What follows belongs to an exercise in optimizing a design on an open flow for small area, a short achievable clock period and few clock cycles per item; a production flow would make more cautious choices. RTL that was checked went through simulation tests only; none was proved equivalent to the original.

## the reference run
==> flow/design.v <==
package bsis_pkg;
  localparam int unsigned LW   = 5;    
  localparam int unsigned STW  = 7;    
  localparam int unsigned CHW  = 24;   
  localparam int unsigned IDXW = 16;   
endpackage
module bitonic_sort_index_sequencer_core
#(
  parameter int unsigned MAX_LOG_SIZE = 16,
  parameter int unsigned MAX_STEP     = 64
) (
  input  logic            clk_i,
  input  logic            rst_ni,
  input  logic            psel,
  input  logic            penable,
  input  logic            pwrite,
  input  logic [2:0]      paddr,
  input  logic [31:0]     pwdata,
  output logic [31:0]     prdata,
  output logic            pready,
  input  logic            in_valid_i,
  output logic            in_stall_o,
  input  logic [bsis_pkg::CHW-1:0]  chunk_index_i,
  output logic            out_valid_o,
  input  logic            out_stall_i,
  output logic [bsis_pkg::IDXW-1:0] element_index_o,
  output logic            past_end_o,
  output logic            last_o
);
  logic [4:0] log_q;
  logic [6:0] step_q;
  logic       sel_q;
  logic       cfg_wr;
  assign cfg_wr = psel && penable && pwrite;
  always_ff @(posedge clk_i or negedge rst_ni) begin
    if (!rst_ni) begin
      log_q  <= 5'd4;
      step_q <= 7'd8;
    end else if (cfg_wr) begin
      if (paddr[2]) step_q <= pwdata[6:0];
      else          log_q  <= pwdata[4:0];
    end
  end
  always_ff @(posedge clk_i) sel_q <= paddr[2];
  assign prdata = sel_q ? {25'd0, step_q} : {27'd0, log_q};
  assign pready = 1'b1;
  logic [4:0] n_eff;
  logic [6:0] s_eff;
  logic [5:0] km1;      
  assign n_eff = (log_q > 5'd16) ? 5'd16 : log_q;
  assign s_eff = (step_q == 7'd0) ? 7'd1 : (step_q > 7'd64) ? 7'd64 : step_q;
  assign km1   = 6'(s_eff - 7'd1);
  logic       valid_q, act_q, pend_q, chk_q, pseek_q, mbusy_q, ev_q;
  logic [2:0] ds_q;
  logic [15:0] o_q;       
  logic        past_o_q, last_q;
  logic [5:0]  k_q;       
  logic        kz_q;      
  logic [14:0] m_q;       
  logic [15:0] sm_q;      
  logic        flip_q, sh_q, fr_q, past_q;   
  logic [24:0] e_q;       
  logic [30:0] p_q;       
  logic [6:0]  mc_q;      
  logic [4:0]  ac_q;      
  localparam logic [2:0] D_IDLE = 3'd0, D_S1 = 3'd1, D_S2 = 3'd2, D_M1 = 3'd3, D_M2 = 3'd4,
                         D_FILL = 3'd5;
  assign in_stall_o      = pend_q;
  assign out_valid_o     = valid_q;
  assign element_index_o = o_q;
  assign past_end_o      = past_o_q;
  assign last_o          = last_q;
  logic accept, consec, advance, produce, chunk_end, start_c, start_s, far, shok;
  logic [4:0]  ac_dec;
  logic [24:0] p_inc;
  assign accept    = in_valid_i && !pend_q;
  assign consec    = ev_q && ({1'b0, p_q[23:0]} == e_q);
  assign p_inc     = {1'b0, p_q[23:0]} + 25'd1;
  assign advance   = !valid_q || !out_stall_i;
  assign produce   = advance && act_q;
  assign chunk_end = produce && kz_q;
  assign start_c   = pend_q && !chk_q && !pseek_q && (!act_q || chunk_end);
  assign start_s   = pend_q && !chk_q && pseek_q && !mbusy_q && !act_q && advance && (ds_q == D_IDLE);
  assign far       = (|p_q[30:24]) || (|mc_q) || (n_eff == 5'd0) ||
                     ((n_eff == 5'd16) && p_q[23] && (|p_q[22:19]));    
  assign ac_dec    = ac_q - 5'd1;
  assign shok      = ac_q != 5'd0;
  logic [15:0] mf, topm, tg, hi, lo, inc_in, tm, ohs, clr, nxt;
  logic [15:0] inc, pa1, pa2, pa3;
  logic [16:0] smx;
  logic        f_se, f_b1, f_bs;
  logic        se_q, b1_q, bs_q, we_q;
  logic        case_a, case_b, use_mask;
  assign mf        = {m_q[14:0], 1'b1};
  assign topm      = mf & ~{1'b0, m_q};
  assign tg        = flip_q ? mf : topm;
  assign lo        = o_q ^ tg;
  assign hi        = o_q ^ tg;
  assign ohs       = {sm_q[14:0], 1'b1} & ~sm_q[15:0];
  assign smx       = {sm_q, 1'b1};
  assign f_se      = &(o_q | ~{1'b0, m_q});                    
  assign f_b1      = &(o_q[15:1] | ~sm_q[15:1]);       
  assign f_bs      = |(o_q & ohs);                     
  assign case_a    = se_q && m_q[0];
  assign case_b    = se_q && !m_q[0];
  assign inc_in    = {lo[15:1], lo[0] | case_b};
  assign pa1       = inc_in & {inc_in[14:0], 1'b1};
  assign pa2       = pa1 & {pa1[13:0], 2'b11};
  assign pa3       = pa2 & {pa2[11:0], 4'hf};
  assign tm        = pa3 & {pa3[7:0], 8'hff};
  assign inc       = inc_in ^ {tm[14:0], 1'b1};
  assign use_mask  = case_a || (case_b && b1_q && bs_q);
  assign clr       = case_a ? {1'b0, m_q} : {sm_q[14:0], 1'b1};
  assign nxt       = use_mask ? (lo & ~clr) : inc[15:0];
  logic [9:0]  w, x, r;
  logic [13:0] st;
  logic [10:0] d;
  logic        neg, s_gt_n, sleaf;
  logic [14:0] ohm;       
  logic [9:0]  xs, xs1, x_q, x_d;
  logic [4:0]  xm;
  logic [14:0] ohm1;      
  logic [15:0] mx;
  assign w      = p_q[23:14];
  assign st     = p_q[13:0];
  assign ohm    = m_q & ~{1'b0, m_q[14:1]};
  assign ohm1   = {1'b0, ohm[14:1]};
  assign mx     = {1'b0, m_q};
  assign s_gt_n = mx[n_eff - 5'd1];
  assign sleaf  = m_q[0] && !m_q[1];    
  always_comb begin
    xs  = '0;
    xs1 = '0;
    xm  = '0;
    for (int i = 0; i < 15; i++) begin
      if (ohm[i]) begin
        xs = xs | 10'((i + 2) * (i + 1));
        xm = xm | 5'(2 * (i + 1));
      end
      if (ohm1[i]) xs1 = xs1 | 10'((i + 2) * (i + 1));
    end
    x = x_q;
    case (ds_q)
      D_S1:    x_d = neg ? (sleaf ? 10'd4 : xs1) : xs;
      D_S2:    x_d = (neg && !sleaf) ? xs1 : 10'd4;
      D_M1:    x_d = neg ? 10'd2 : {5'd0, xm};
      D_M2:    x_d = 10'd4;
      default: x_d = 10'd2;
    endcase
    if (start_s) x_d = 10'd240;
  end
  assign d   = {1'b0, w} - {1'b0, x};
  assign neg = d[10];
  assign r   = neg ? w : d[9:0];
  logic dshift, lshift, lbit, ddone;
  always_comb begin
    dshift = 1'b0;
    lshift = 1'b0;
    lbit   = 1'b0;
    ddone  = 1'b0;
    case (ds_q)
      D_S1:   begin dshift = neg; lshift = neg; ddone = !neg && s_gt_n; end
      D_S2:   begin dshift = neg; lshift = neg; lbit = 1'b1; end
      D_M1:   begin lshift = neg; ddone = neg && !m_q[0]; end
      D_M2:   begin dshift = 1'b1; lshift = 1'b1; lbit = !neg; end
      D_FILL: begin dshift = 1'b1; lshift = 1'b1; lbit = !neg; ddone = !shok; end
      default: ;
    endcase
    dshift = dshift && shok;
    if (start_s && far) ddone = 1'b1;
  end
  always_ff @(posedge clk_i or negedge rst_ni) begin
    if (!rst_ni) begin
      valid_q <= 1'b0;
      act_q   <= 1'b0;
      pend_q  <= 1'b0;
      chk_q   <= 1'b0;
      pseek_q <= 1'b0;
      mbusy_q <= 1'b0;
      ev_q    <= 1'b0;
      ds_q    <= D_IDLE;
    end else begin
      if (advance) valid_q <= produce;
      chk_q <= accept;
      if (accept) begin
        pend_q  <= 1'b1;
        mbusy_q <= 1'b1;
      end else if (chk_q) begin
        pseek_q <= !consec;
        if (consec) mbusy_q <= 1'b0;
      end else if (mbusy_q && !shok) begin
        mbusy_q <= 1'b0;
      end
      if (ddone) begin
        act_q  <= 1'b1;
        pend_q <= 1'b0;
        ds_q   <= D_IDLE;
        ev_q   <= 1'b1;
      end else begin
        if (start_c) begin
          act_q  <= 1'b1;
          pend_q <= 1'b0;
        end else if (chunk_end) begin
          act_q <= 1'b0;
        end
        if (start_s) begin
          ds_q <= D_S1;
        end else begin
          case (ds_q)
            D_S1:   if (neg && sleaf) ds_q <= D_M1;
                    else if (!neg) ds_q <= D_S2;
            D_S2:   if (neg && !sleaf) ds_q <= D_S1;
                    else ds_q <= D_M1;
            D_M1:   ds_q <= neg ? D_FILL : D_M2;
            D_M2:   ds_q <= D_M1;
            default: ;
          endcase
        end
      end
      if (cfg_wr) ev_q <= 1'b0;
    end
  end
  logic [6:0] madd, msum, mcy;
  assign madd = p_q[0] ? s_eff : 7'd0;
  assign msum = p_q[30:24] ^ mc_q ^ madd;
  assign mcy  = (p_q[30:24] & mc_q) | (p_q[30:24] & madd) | (mc_q & madd);
  always_ff @(posedge clk_i) begin
    if (chk_q) e_q <= p_inc;
    if (!sh_q) begin
      se_q <= f_se;
      b1_q <= f_b1;
      bs_q <= f_bs;
      we_q <= f_se && !m_q[0] && f_b1 && smx[n_eff];
    end
    if (produce) begin
      last_q <= kz_q;
      k_q    <= k_q - 6'd1;
      kz_q   <= (k_q == 6'd1);
      fr_q   <= 1'b0;
      if (past_q || (sh_q && we_q)) begin
        o_q      <= '0;
        past_o_q <= 1'b1;
        past_q   <= 1'b1;
      end else begin
        past_o_q <= 1'b0;
        if (!sh_q) begin
          if (!fr_q) begin
            o_q  <= hi;
            sh_q <= 1'b1;
          end
        end else begin
          o_q  <= nxt;
          sh_q <= 1'b0;
          if (case_a) begin
            m_q    <= m_q >> 1;
            flip_q <= 1'b0;
          end else if (case_b) begin
            m_q    <= (b1_q && !bs_q) ? 15'd0 : (tm[15:1] & sm_q[14:0]);
            flip_q <= b1_q;
            if (b1_q) sm_q <= bs_q ? {sm_q[14:0], 1'b1} : 16'd1;
          end
        end
      end
    end
    if (start_c || start_s) begin
      k_q  <= km1;
      kz_q <= (km1 == 6'd0);
    end
    x_q <= x_d;
    if (!pend_q) begin
      p_q  <= {7'd0, chunk_index_i};
      mc_q <= '0;
      ac_q <= 5'd23;
    end else if (mbusy_q) begin
      p_q  <= {1'b0, msum, p_q[23:1]};
      mc_q <= mcy;
      ac_q <= ac_dec;
    end else if (start_s) begin
      ac_q <= 5'd14;
    end else if (ds_q != D_IDLE) begin
      if (dshift) begin
        p_q[23:0] <= {r[8:0], st, 1'b0};
        ac_q      <= ac_dec;
      end else begin
        p_q[23:14] <= r;
      end
    end
    if (start_s) begin
      sm_q   <= '1;
      m_q    <= '1;
      past_q <= far;
    end
    if (ds_q != D_IDLE) begin
      if (lshift) o_q <= {o_q[14:0], lbit};
      if ((ds_q == D_S1 || ds_q == D_S2) && neg) begin
        sm_q <= sm_q >> 1;
        m_q  <= m_q >> 1;
      end
      if (ds_q == D_S2 && !neg) flip_q <= 1'b1;
      if (ds_q == D_M2) begin
        m_q    <= m_q >> 1;
        flip_q <= 1'b0;
      end
      if (ds_q == D_S1 && !neg && s_gt_n) past_q <= 1'b1;
      if (ddone) begin
        sh_q <= 1'b0;
        fr_q <= !w[0];
      end
    end
  end
endmodule
make LEC_CHECK=0 CAP_MARGIN=20 CORE_MARGIN=2 CORE_UTILIZATION=65 CTS_BUF_LIST=sky130_fd_sc_hd__clkbuf_8 CTS_CLUSTER_DIAMETER=100 CTS_CLUSTER_SIZE=30 SETUP_SLACK_MARGIN=5 SLEW_MARGIN=20 finish   # period 8.0 ns
run.sh (not shown) runs the stock make flow with config.mk's settings and CLKGATE_MAP_FILE= SYNTH_SCRIPT=/design/flow/synth_recipe.tcl, a recipe that flattens the netlist after the stock synthesis.
Testbench counts of the reference run, summed over its fixed seeds: cycles 144,866, items 135,995.
Here is what was changed in the inputs of the trial run compared with the reference run.
--- a/flow/design.v
+++ b/flow/design.v
@@ -58,13 +58,12 @@
   logic        kz_q;      
   logic [14:0] m_q;       
   logic [15:0] sm_q;      
   logic        flip_q, sh_q, fr_q, past_q;   
   logic [24:0] e_q;       
   logic [30:0] p_q;       
-  logic [6:0]  mc_q;      
   logic [4:0]  ac_q;      
   localparam logic [2:0] D_IDLE = 3'd0, D_S1 = 3'd1, D_S2 = 3'd2, D_M1 = 3'd3, D_M2 = 3'd4,
                          D_FILL = 3'd5;
   assign in_stall_o      = pend_q;
   assign out_valid_o     = valid_q;
   assign element_index_o = o_q;
@@ -78,13 +77,13 @@
   assign p_inc     = {1'b0, p_q[23:0]} + 25'd1;
   assign advance   = !valid_q || !out_stall_i;
   assign produce   = advance && act_q;
   assign chunk_end = produce && kz_q;
   assign start_c   = pend_q && !chk_q && !pseek_q && (!act_q || chunk_end);
   assign start_s   = pend_q && !chk_q && pseek_q && !mbusy_q && !act_q && advance && (ds_q == D_IDLE);
-  assign far       = (|p_q[30:24]) || (|mc_q) || (n_eff == 5'd0) ||
+  assign far       = (|p_q[30:24]) || (n_eff == 5'd0) ||
                      ((n_eff == 5'd16) && p_q[23] && (|p_q[22:19]));    
   assign ac_dec    = ac_q - 5'd1;
   assign shok      = ac_q != 5'd0;
   logic [15:0] mf, topm, tg, hi, lo, inc_in, tm, ohs, clr, nxt;
   logic [15:0] inc, pa1, pa2, pa3;
   logic [16:0] smx;
@@ -217,16 +216,14 @@
           endcase
         end
       end
       if (cfg_wr) ev_q <= 1'b0;
     end
   end
-  logic [6:0] madd, msum, mcy;
-  assign madd = p_q[0] ? s_eff : 7'd0;
-  assign msum = p_q[30:24] ^ mc_q ^ madd;
-  assign mcy  = (p_q[30:24] & mc_q) | (p_q[30:24] & madd) | (mc_q & madd);
+  logic [7:0] msum;
+  assign msum = {1'b0, p_q[30:24]} + (p_q[0] ? {1'b0, s_eff} : 8'd0);
   always_ff @(posedge clk_i) begin
     if (chk_q) e_q <= p_inc;
     if (!sh_q) begin
       se_q <= f_se;
       b1_q <= f_b1;
       bs_q <= f_bs;
@@ -266,17 +263,15 @@
       k_q  <= km1;
       kz_q <= (km1 == 6'd0);
     end
     x_q <= x_d;
     if (!pend_q) begin
       p_q  <= {7'd0, chunk_index_i};
-      mc_q <= '0;
       ac_q <= 5'd23;
     end else if (mbusy_q) begin
-      p_q  <= {1'b0, msum, p_q[23:1]};
-      mc_q <= mcy;
+      p_q  <= {msum, p_q[23:1]};
       ac_q <= ac_dec;
     end else if (start_s) begin
       ac_q <= 5'd14;
     end else if (ds_q != D_IDLE) begin
       if (dshift) begin
         p_q[23:0] <= {r[8:0], st, 1'b0};
Results
Changes observed in the trial run relative to the reference run: post-synthesis cell count up 31; post-synthesis to final-layout area growth up 1.6 points; met1 track demand over resource down 11 points; longest individual stage delay on the worst path flat. The higher clock period minus final worst setup slack came out of the trial run. Compared with the reference run, the trial run shows a higher buffering overhead.
No functional check of the RTL was part of the trial run.

afterwards: timing with drivers on the ports:
Ports are ideal in the flow. The routed layouts listed here were re-timed in OpenROAD.
Step 1 assumes that a clkbuf_16 drives the clock port and a buf_2 every other input.
Step 2 moves the port delays by t, midway between the first and last clock arrival at a register: inputs arrive t later, outputs are due t later. That takes back most of the time a late clock gives input paths.
a / b / c = no drivers / after step 1 / after step 2; a / b = the first two.
| run | t, ns | setup slack, ns | worst data-port slew with drivers (ns) | cell pins on the clock port's net |
|---|---|---|---|---|
| the reference run | 0.520 | 4.981 / 4.935 / 4.592 | 0.05 | 1 |
| the trial run | 0.535 | 4.943 / 4.899 / 4.549 | 0.05 | 1 |
After both steps setup and hold are still met in every run listed. For the trial run, which loses most, drivers alone change the setup slack by -0.044 ns; drivers and shift together by -0.394 ns.
